This design comes from an exercise in tuning for small area, a short achievable clock period and few clock cycles per item on the open sky130 flow, not from production work.
In this exercise RTL edits were held to simulation tests only and were not proved equivalent to the original.
No activity file was given, so power comes from the tool's default toggle rates.

== try-lagoon ==
## binary_neighborhood_count_3x3
module binary_neighborhood_count_3x3 (
  input  logic        clk_i,
  input  logic        rst_ni,
  input  logic        in_valid_i,
  output logic        in_stall_o,
  input  logic        pixel_i,
  output logic        out_valid_o,
  input  logic        out_stall_i,
  output logic [3:0]  count_o,
  output logic [9:0]  row_o,
  output logic [9:0]  column_o,
  output logic        run_end_o,
  output logic        image_end_o,
  input  logic        cfg_valid_i,
  output logic        cfg_ready_o,
  input  logic [1:0]  cfg_index_i,
  input  logic [10:0] cfg_data_i
);
  localparam int RES_UP_PREV   = 0;   
  localparam int RES_UP_CUR    = 1;   
  localparam int RES_LAST_PREV = 2;   
  localparam int RES_LAST_CUR  = 3;   
  function automatic logic [9:0] inc10(input logic [9:0] x);
    for (int i = 0; i < 10; i++) begin
      inc10[i] = x[i] ^ (&(x | ~((10'd1 << i) - 10'd1)));
    end
  endfunction
  ...
Size: about 2,300 flip-flops, ~48 I/O pins, roughly 0.056 mm2 of cells after synthesis.
make LEC_CHECK=0 CAP_MARGIN=20 CORE_MARGIN=2 CORE_UTILIZATION=60 CTS_CLUSTER_DIAMETER=100 CTS_CLUSTER_SIZE=25 PLACE_DENSITY=0.7 SETUP_SLACK_MARGIN=5.0 SLEW_MARGIN=20 TNS_END_PERCENT=10 finish   # period 7.0 ns
run.sh (not shown) runs the stock make flow with config.mk's settings and CLKGATE_MAP_FILE= SYNTH_SCRIPT=/design/flow/synth_recipe.tcl, a recipe that flattens the netlist after the stock synthesis.
try-lagoon completed end to end with timing, DRC and antenna clean.
Testbench counts of try-lagoon, summed over its fixed seeds: cycles 279,125, items 253,450.
Inputs modified between try-lagoon and try-raven:
Settings: SETUP_SLACK_MARGIN now 4.8, was 5.0.
==> flow/flow/run.sh (new file) <==
#!/bin/bash
export BUFFER_PORTS_ARGS="-buffer_cell sky130_fd_sc_hd__buf_2"
bash standard.sh > standard.log 2>&1
==> flow/standard.sh (new file) <==
#!/bin/bash
# synth_recipe.tcl (not shown) runs the flow's synth.tcl, then flattens the netlist and writes it again
# the make line also repeats each setting of config.mk as NAME=value (left out here)
make -C /OpenROAD-flow-scripts/flow DESIGN_CONFIG=/design/flow/config.mk WORK_HOME=/design/flow/orfs CLKGATE_MAP_FILE= SYNTH_SCRIPT=/design/flow/synth_recipe.tcl "${@:-finish}"
removed: flow/run.sh
==> comparison <==
- Cells: try-raven has fewer instances than try-lagoon
- try-lagoon and try-raven ended up with nearly the same total number of multi-input combinational cells.
- | final instance area | try-raven vs try-lagoon | about 1.2% lower |
- try-raven against try-lagoon: core occupancy in the finished layout decreased 0.78 points; pin count of the biggest net entering global routing stayed essentially flat; count of clock-net buffers in the final layout shows a reduction of 0.85%.
- On worst hold path cell count, try-lagoon tracks try-raven almost exactly.
- Fmax: try-lagoon vs try-raven, no meaningful difference
- Looking only at first-pass GRT wire length, and setting everything else aside, the lower value of try-lagoon and try-raven goes to try-lagoon.
- try-raven vs. try-lagoon: maximum vdd ir drop fell 19%, power after layout shrank by about 0.3%.

---

== JK ==
binary_neighborhood_count_3x3 again, from the RTL that the note above started with.
==> flow/design.v (excerpt) <==
module binary_neighborhood_count_3x3 (
  input  logic        clk_i,
  input  logic        rst_ni,
  input  logic        in_valid_i,
  output logic        in_stall_o,
  input  logic        pixel_i,
  output logic        out_valid_o,
  input  logic        out_stall_i,
  output logic [3:0]  count_o,
  output logic [9:0]  row_o,
  output logic [9:0]  column_o,
  output logic        run_end_o,
  output logic        image_end_o,
  input  logic        cfg_valid_i,
  output logic        cfg_ready_o,
  input  logic [1:0]  cfg_index_i,
  input  logic [10:0] cfg_data_i
);
clock: 7.0 ns
lec_check: 0
cap_margin: 20
core_margin: 2
core_utilization: 60
cts_cluster_diameter: 100
cts_cluster_size: 25
place_density: 0.7
setup_slack_margin: 4.4
slew_margin: 20
tns_end_percent: 10
Stock flow here: none of the scripts above is used.
Testbench counts of JK, summed over its fixed seeds: cycles 279,125, items 253,450.
diff inputs: JK => MS
==> flow/flow/run.sh (new file) <==
#!/bin/bash
export CTS_ARGS="-sink_clustering_enable -repair_clock_nets -sink_clustering_size 25 -sink_clustering_max_diameter 100 -dont_use_dummy_load"
export BUFFER_PORTS_ARGS="-buffer_cell sky130_fd_sc_hd__buf_2"
bash standard.sh > standard.log 2>&1
==> flow/standard.sh (new file) <==
#!/bin/bash
# synth_recipe.tcl (not shown) runs the flow's synth.tcl, then flattens the netlist and writes it again
# the make line also repeats each setting of config.mk as NAME=value (left out here)
make -C /OpenROAD-flow-scripts/flow DESIGN_CONFIG=/design/flow/config.mk WORK_HOME=/design/flow/orfs CLKGATE_MAP_FILE= SYNTH_SCRIPT=/design/flow/synth_recipe.tcl "${@:-finish}"
--- a/flow/config.mk
+++ b/flow/config.mk
@@ -12,5 +12,5 @@
 export CTS_CLUSTER_SIZE = 25
 export PLACE_DENSITY = 0.7
-export SETUP_SLACK_MARGIN = 4.4
+export SETUP_SLACK_MARGIN = 4.8
 export SLEW_MARGIN = 20
 export TNS_END_PERCENT = 10
removed: flow/run.sh
--- outcome ---
Clock network power consumption: MS < JK. Looking at JK and MS, the total area of sequential cells is a wash. Sort JK and MS by core utilization desc -> top: MS. | logic gate share of total power | higher: MS |.

## afterwards: timing with drivers on the ports
Ports are ideal in the flow. The routed layouts listed here were re-timed in OpenROAD.
Step 1 assumes that a clkbuf_16 drives the clock port and a buf_2 every other input.
Step 2, shift: input delay + t, output delay - t, t = (earliest + latest rising clock arrival at the registers) / 2. This alone moves slack from input paths to output paths.
a / b / c = ideal ports / drivers / drivers and shift; a / b = the first two.
| run | t (ns) | setup WS [ns] | hold slack, ns |
|---|---|---|---|
| try-lagoon | 0.752 | 4.269 / 4.201 / 3.717 | 0.312 / 0.312 / 0.312 |
| try-raven | 0.756 | 4.270 / 4.207 / 3.858 | 0.317 / 0.317 / 0.317 |
| JK | 0.738 | 4.149 / 4.087 / 3.567 | 0.310 / 0.310 / 0.310 |
| MS | 0.739 | 4.306 / 4.242 / 3.886 | 0.294 / 0.294 / 0.294 |
After both steps setup and hold are still met in every run listed. For JK, which loses most, drivers alone change the setup slack by -0.062 ns; drivers and shift together by -0.582 ns.
